Background: an optimization exercise with open tools, aiming at small area and a short achievable clock period. Do not read the settings as production practice.
No run shown here included a check of the RTL's function; only the layout flow was run.

==> flow/design.v, too long to show whole: its modules and the start of the top module <==
// module nn_mac_engine: 1025 lines
// module nn_fa: 10 lines
// module nn_ha: 9 lines
// module nn_hac: 9 lines
// module nn_fa1: 9 lines
// module nn_gate: 9 lines
// module nn_hcc: 9 lines
// module nn_hct: 9 lines
module nn_mac_engine #(
  parameter int unsigned DW      = 8,
  parameter int unsigned N_LANES = 4,
  parameter int unsigned ACC_W   = 24,
  parameter int unsigned LEN_W   = 8,
  parameter int unsigned SH_W    = 5
) (
  input  logic                    clk,
  input  logic                    rst,
  input  logic                    start,
  input  logic [LEN_W-1:0]        len,
  input  logic [SH_W-1:0]         shift,
  input  logic                    relu_en,
  input  logic [N_LANES*DW-1:0]   in_a,
  input  logic [N_LANES*DW-1:0]   in_b,
  input  logic                    in_valid,
  output logic                    in_ready,
  output logic [DW-1:0]           out_data,
  output logic                    out_valid,
  input  logic                    out_ready,
  output logic                    busy,
  output logic                    done
);
  // ...
==> flow/flow/run.sh <==
#!/bin/bash
# Layout flow: the standard layout (standard.sh, unchanged synthesis), except that the
# buffers ORFS puts on the ports are the smallest plain buffer, buf_1, instead of the default
# delay-style buffer; the resizer may still size them up where timing needs it.
set -euo pipefail
bash standard.sh BUFFER_PORTS_ARGS="-buffer_cell sky130_fd_sc_hd__buf_1" finish > standard.log 2>&1
==> flow/standard.sh <==
#!/bin/bash
# synth_recipe.tcl (not shown) runs the flow's synth.tcl, then flattens the netlist and writes it again
# the make line also repeats each setting of config.mk as NAME=value (left out here)
make -C /OpenROAD-flow-scripts/flow DESIGN_CONFIG=/design/flow/config.mk WORK_HOME=/design/flow/orfs CLKGATE_MAP_FILE= SYNTH_SCRIPT=/design/flow/synth_recipe.tcl "${@:-finish}"
==> flow/config.mk <==
export PLATFORM = sky130hd
export DESIGN_NAME = nn_mac_engine
export DESIGN_NICKNAME = nn_mac_engine
export VERILOG_FILES = /design/flow/design.v
export SDC_FILE = /design/flow/constraint.sdc
export NUM_CORES = 4
export LEC_CHECK = 0
export ABC_CLOCK_PERIOD_IN_PS = 4500
export CAP_MARGIN = 20
export CORE_MARGIN = 2
export CORE_UTILIZATION = 40
export PLACE_DENSITY = 0.6
export SETUP_SLACK_MARGIN = 3.0
export SLEW_MARGIN = 20
export SYNTH_HIERARCHICAL = 1
==> flow/constraint.sdc <==
create_clock -name core_clock -period 7.5 [get_ports {clk}]
set_input_delay 1.5000 -clock core_clock [delete_from_list [all_inputs] [get_ports {clk}]]
set_output_delay 1.5000 -clock core_clock [all_outputs]
set_load 0.01 [all_outputs]
==> summary.txt, run 1 <==
Die X -> 177 µm
Top Ports -> 95
Max reg flops -> 25
Vias in the first global route -> 8906
Reg-to-reg slack, setup -> 3.25 ns
Sequential cell area share -> 0.179
CTS tree -> yes
Status -> finished clean
Leading registers by flop count -> acc (25), cnt (8), sh (5)
GRT Resource Usage Total -> 0.215
Hold Path End -> out_valid
Ys Warns -> 7
Met2 Usage GRT -> 0.349
Post-Synth Simple-Gate Area -> 0.206
Slew headroom -> 0.352
Number of CTS-inserted buffers -> 9
Final hold viol count -> 0
Commonest cells in the netlist -> fa_1 (238), and2_1 (206), nand2_1 (96)
R2R Path End -> acc[24]
Register bit total from synthesis -> 109
CP Class -> primary input to register
Crit end category -> register
Most frequent cells in the layout -> fa_1 (238), and2_1 (205), nand2_1 (96)
Routed wire length on met2 -> 15100 µm
Clock Pin Slew Worst Setup and Hold Paths -> 0.07 ns
Worst hold margin -> 0.561 ns
M1 WL -> 14800 µm
==> run 2, diff against run 1 <==
--- a/flow/design.v
+++ b/flow/design.v
@@ -981,31 +981,31 @@
   end
   assign acc_fb = acc;
   assign row_a = {acc_fb[23], acc_fb[22], acc_fb[21], acc_fb[20], acc_fb[19], acc_fb[18], yi513, ys511, ys509, ys505, ys499, yc484, yc474, ys471, yc450, yc440, yc430, ys427, yc412, ys409, ys403, yc400, yc398, yc396, acc_fb[0]};
   assign row_b = {yi519, yi518, yi517, yi516, yi515, yi514, yc512, yc510, yc506, yc500, yc492, ys491, ys483, ys473, ys461, ys449, ys439, ys429, ys419, ys411, ys405, ys401, ys399, ys397, ys395};
   always_ff @(posedge clk) begin
     acc <= busy ? (row_a + row_b) : '0;
   end
   logic             sgn;
-  logic             ovf;
-  logic [NOV-1:0]   dif;           
+  logic             ovf_p;         
+  logic             ovf_n;         
   logic [NOV-1:0]   thr;           
   logic [3:0]       sh_hi, sh_md;  
   logic [37:0]      ext;           
   logic [13:0]      sel_hi;        
   logic [7:0]       sel_md;        
   logic [6:0]       low;           
   always_comb begin
     sgn = acc[SUM_W-1];
     for (int k = 0; k < NOV; k++) begin
-      dif[k] = acc[k + 7] ^ sgn;
       thr[k] = (sh <= SH_W'(k));
     end
-    ovf = |(dif & thr);
+    ovf_p = |(acc[SUM_W-2:7] & thr);
+    ovf_n = |(~acc[SUM_W-2:7] & thr);
     for (int m = 0; m < 4; m++) begin
       sh_hi[m] = (sh[4:3] == 2'(m));
       sh_md[m] = (sh[2:1] == 2'(m));
     end
     ext = {{(38 - SUM_W){sgn}}, acc};
     for (int y = 0; y < 14; y++) begin
       sel_hi[y] = (sh_hi[0] & ext[y]) | (sh_hi[1] & ext[y + 8]) |
                   (sh_hi[2] & ext[y + 16]) | (sh_hi[3] & ext[y + 24]);
@@ -1014,17 +1014,17 @@
       sel_md[z] = (sh_md[0] & sel_hi[z]) | (sh_md[1] & sel_hi[z + 2]) |
                   (sh_md[2] & sel_hi[z + 4]) | (sh_md[3] & sel_hi[z + 6]);
     end
     for (int i = 0; i < 7; i++) begin
       low[i] = sh[0] ? sel_md[i + 1] : sel_md[i];
     end
     out_data[7] = sgn & ~relu;
     for (int i = 0; i < 7; i++) begin
-      out_data[i] = ~(relu & sgn) & (ovf ? ~sgn : low[i]);
+      out_data[i] = sgn ? (~relu & ~ovf_n & low[i]) : (ovf_p | low[i]);
     end
   end
 endmodule
 module nn_fa (
   input  logic a,
   input  logic b,
   input  logic ci,
   output logic s,
==> flow/config.mk (replaced) <==
export PLATFORM = sky130hd
export DESIGN_NAME = nn_mac_engine
export DESIGN_NICKNAME = nn_mac_engine
export VERILOG_FILES = /design/flow/design.v
export SDC_FILE = /design/flow/constraint.sdc
export NUM_CORES = 4
export LEC_CHECK = 0
export ABC_CLOCK_PERIOD_IN_PS = 4000
export CAP_MARGIN = 20
export CORE_MARGIN = 2
export CORE_UTILIZATION = 40
export PLACE_DENSITY = 0.6
export SETUP_SLACK_MARGIN = 3.5
export SLEW_MARGIN = 20
export SYNTH_HIERARCHICAL = 1
==> run 2 against run 1 <==
Against the previous run: via count grew 1.7%; synthesized cell count stayed put; first-iteration DRC count is 7.7% higher; maximum frequency grew 9.1%; largest cell class unchanged; design area increased by 5.5%; register-to-register slack improved by 0.35 ns; die area increased by 0.28%; sequential share of layout area down 0.92 points.
==> summary.txt, run 2 <==
Critical Path Fanout Max -> 8 (was 33)
Most frequent CP cell -> fa_1 (unchanged)
Reg-to-reg slack, setup -> 3.60 ns (was 3.25 ns)
Commonest cells in the netlist -> fa_1 (238), and2_1 (207), dfxtp_1 (92) (was fa_1 (238), and2_1 (206), nand2_1 (96))
Mapped Area -> 12000 µm² (was 11900 µm²)
Drt drc -> 0 (unchanged)
Vias in the first global route -> 9273 (was 8906)
Fillcell total -> 2768 (was 2851)
Mux cell area share after synthesis -> 0.0303 (was 0.0338)
Status -> finished clean (unchanged)
Top-area cell type share of the netlist area -> 0.398 (was 0.399)
FMAX -> 252 MHz (was 231 MHz)
Bufs and invs on worst path -> 1 (unchanged)
GR Overflow Total -> 0 (unchanged)
Distinct cells, synth -> 68 (was 64)
Most frequent cells in the layout -> and2_1 (193), fa_1 (163), dfxtp_1 (91) (was fa_1 (238), and2_1 (205), nand2_1 (96))
Unrepaired setup endpoints after global routing -> yes (was no)
Clock Pin Slew Worst Setup and Hold Paths -> 0.07 ns (about the same)
Final nets -> 1574 (was 1555)
Main area contributors after synthesis -> fa_1 (40%), dfxtp_1 (15%), and2_1 (11%), ha_1 (4.7%), edfxtp_1 (3.5%) (unchanged)
Synth area leader -> fa_1 (unchanged)
Hold Path End -> out_valid (unchanged)
Layout cells sized above 1 -> 0.205 (was 0.0737)
Largest register by flop count -> acc (unchanged)
Asr flop ratio synth -> 0.0275 (unchanged)
Ys Warns -> 7 (unchanged)
Post-Synth Simple-Gate Area -> 0.209 (was 0.206)
Crit end category -> register (unchanged)
Max_cap viols -> 0 (unchanged)
CP Class -> primary input to register (unchanged)
Worst hold margin -> 0.563 ns (was 0.561 ns)
Min Tclk post-route -> 3.97 ns (was 4.33 ns)
Fin cells -> 1603 (was 1584)
Root Driver -> clkbuf_16 (unchanged)
Setup TNS -> 0 ns (unchanged)
Initial core utilization -> 0.405 (about the same)
Max Slew Vio Count -> 0 (unchanged)
Slew headroom -> 0.659 (was 0.352)
Synth Flop Type -> dfxtp_1 (unchanged)
Htree depth -> 3 (unchanged)
Crit-path max cell delay -> 0.58 ns (was 0.50 ns)
Slowest CP cell -> fa_2 (was fa_1)
Leading registers by flop count -> acc (25), cnt (8), sh (5) (unchanged)
Hold buffers post-CTS -> 0 (unchanged)
Die X -> 177 µm (about the same)
HP Start -> out_valid (unchanged)
Post-Synth XOR/XNOR Area -> 0.0110 (was 0.0147)
Vias per cell -> 5.36 (was 5.34)
CP required -> 7.74 ns (was 7.75 ns)
Die height -> 177 µm (about the same)
R2r worst-path depth -> 13 (was 12)
Die area -> 31300 µm² (was 31200 µm²)
FP Rows -> 63 (unchanged)
Most common cell in the synthesized netlist -> fa_1 (unchanged)
Buffers on Ports -> 94 (unchanged)
Vias -> 8592 (was 8452)
Setup-failing EPs final -> 0 (unchanged)
ANT nets after route -> 0 (unchanged)
Clk sink count -> 109 (unchanged)
Total Wirelength -> 32900 µm (was 32600 µm)
HP Class -> register to register (unchanged)
Slew @ Worst Pin -> 0.512 ns (was 0.970 ns)
Final period util -> 0.529 (was 0.577)
R2R Path End -> acc[24] (unchanged)
Synthesized instance count -> 1103 (unchanged)
Router iterations before antenna repair -> 5 (was 7)
Final hold viol count -> 0 (unchanged)
Critical-path cell list -> buf_12, and2_4, and2_4, and2_1, fa_1, fa_2, fa_1, fa_1 (was buf_1, and2_4, and2_2, and2_1, fa_1, fa_1, fa_1, fa_1, ha_1)
Register bit total from synthesis -> 109 (unchanged)
Area occupied by multi-input gates -> 9870 µm² (was 9320 µm²)
Syn Nets -> 1469 (unchanged)
Most common cell after layout, fill and taps aside -> and2_1 (was fa_1)
Top Ports -> 95 (unchanged)
Avg WL per Cell -> 20.5 µm (about the same)
Crit path max-delay family -> adder cells (unchanged)
Number of CTS-inserted buffers -> 9 (unchanged)
CTS tree -> yes (unchanged)
Placer Congestion -> 0.935 (was 0.992)
Clock Path Buffers -> 2 (unchanged)
Post-synthesis compound-gate area fraction -> 0.0848 (was 0.0796)
Initial antenna violation count -> 0 (unchanged)
Antenna Cells -> 0 (unchanged)
DRT iter0 DRCs -> 614 (was 570)
Largest net degree at the start of global routing -> 33 (was 37)
Number of enable flip-flop cells after synthesis -> 14 (unchanged)
WHS Path Cells -> 2 (unchanged)
Synthesized area per cell -> 10.9 µm² (was 10.8 µm²)
Core ar. -> 29600 µm² (was 29500 µm²)
First-pass GRT wire length -> 52300 µm (was 50600 µm)
CP Launch Type -> primary input (unchanged)
Sequential share of the synthesized area -> 0.195 (was 0.196)
Max reg flops -> 25 (unchanged)
Final HPWL from detailed placement -> 26300 µm (was 27600 µm)
Critical R2R Launch -> q44 (was q42)
Clock Latency Late Sink -> 0.37 ns (was 0.36 ns)
Arrival time worst endpoint -> 4.20 ns (was 4.57 ns)
Worst Clk Skew -> 0.00919 ns (was 0.0114 ns)
GRT Resource Usage Total -> 0.224 (was 0.215)
Synth Area in Adders -> 0.445 (was 0.446)
Sequential cell area -> 2340 µm² (about the same)
Main combinational cell family by area after synthesis -> adder cells (unchanged)
Area delta synth->final -> 15.1% (was 9.48%)
Dpl cells -> 1549 (was 1552)
==> run 2: worst max path at each step <==
| stage | from | end | cells after the start |
|---|---|---|---|
| floorplan | in_valid | q51 | 8 |
| global placement | in_valid | q45 | 9 |
| detailed placement | in_valid | q51 | 8 |
| CTS | sh[1] | out_data[0] | 8 |
| global route | sh[0] | out_data[2] | 9 |
| finish | in_valid | q51 | 8 |
==> run 2: tightest hold or removal path, stage by stage, from the launching register on <==
cell	delay, ns
dfrtp_1	0.37
a21oi_1	0.05
a21oi_1	0.10
==> run 2: repair_timing <==
action / 4_1_cts / 5_1_grt
hold endpoints to repair: 0 / 0
resized for setup: 27 / 66
cloned: 4 / 0
pin swaps: 2 / 37
endpoints found under the setup margin: 36 / 28
setup buffers: 23 / 11
==> run 2: cell families (layout without fill, tap and decap cells) <==
logic type                 after synthesis  in the layout
AOI/OAI and AO/OA                      152            152
xor gates and xnor gates                15             15
adders and majority gates              283            283
buffers and inverters                   69            175
DFF                                    109            109
muxes                                   30             30
and+or+nand+nor                        445            449
==> run 2: layout make-up <==
cell class | instances | area share
Tap cell | 390 | 0.0354
Clock buffer | 9 | 0.0163
Sequential cell | 109 | 0.170
Multi-Input combinational cell | 929 | 0.716
Timing Repair Buffer | 130 | 0.0502
Clock inverter | 7 | 0.00490
Inverter | 29 | 0.00790
==> run 2: metal layers <==
metal / global-route usage / share of wire / up-vias
li1: - / - / 3897
met4: 0.0565 / 0.021 / 0
met5: 0 / 0 / -
met1: 0.304 / 0.44 / 4417
met3: 0.0260 / 0.041 / 38
met2: 0.382 / 0.50 / 240
==> run 2: modules after synthesis (local to each module, per instance), excerpt <==
module,cells,cell area [µm²],times used,flops+latches
nn_mac_engine,804,6710,1,109
nn_fa1,5,27.5,2,0
nn_fa,1,20.0,237,0
nn_ha,1,12.5,17,0
==> run 2: stage by stage <==
step	instance area [µm²]	setup WS (ns)	util
2_1_floorplan	12300	3.34	-
3_3_place_gp	12900	2.97	0.435
3_5_place_dp	12900	2.95	0.435
4_1_cts	13500	3.47	0.455
5_1_grt	13800	3.44	0.466
6_report	13800	3.53	0.466

separate check: timing with driven ports:
The flow's constraints put no driver on any port. The routed layouts listed below were extracted and timed again, unchanged, in two steps. Step 1, drivers: a clkbuf_16 drives clk and a buf_2 each remaining input, both assumed. Step 2, shift: input delay + t, output delay - t, t = (earliest + latest rising clock arrival at the registers) / 2. This alone moves slack from input paths to output paths. Slacks: ideal / step 1 / step 2; pairs: ideal / step 1.
run	t, ns	setup WS [ns]	worst setup path at the end	worst slew at a driven data input, ns
run 1	0.403	3.174 / 3.196 / 2.792	input to register	0.05
run 2	0.404	3.535 / 3.503 / 3.126	input to register	0.06
After both steps setup and hold are still met in every run listed. For run 2, which loses most, drivers alone change the setup slack by -0.032 ns; drivers and shift together by -0.409 ns.
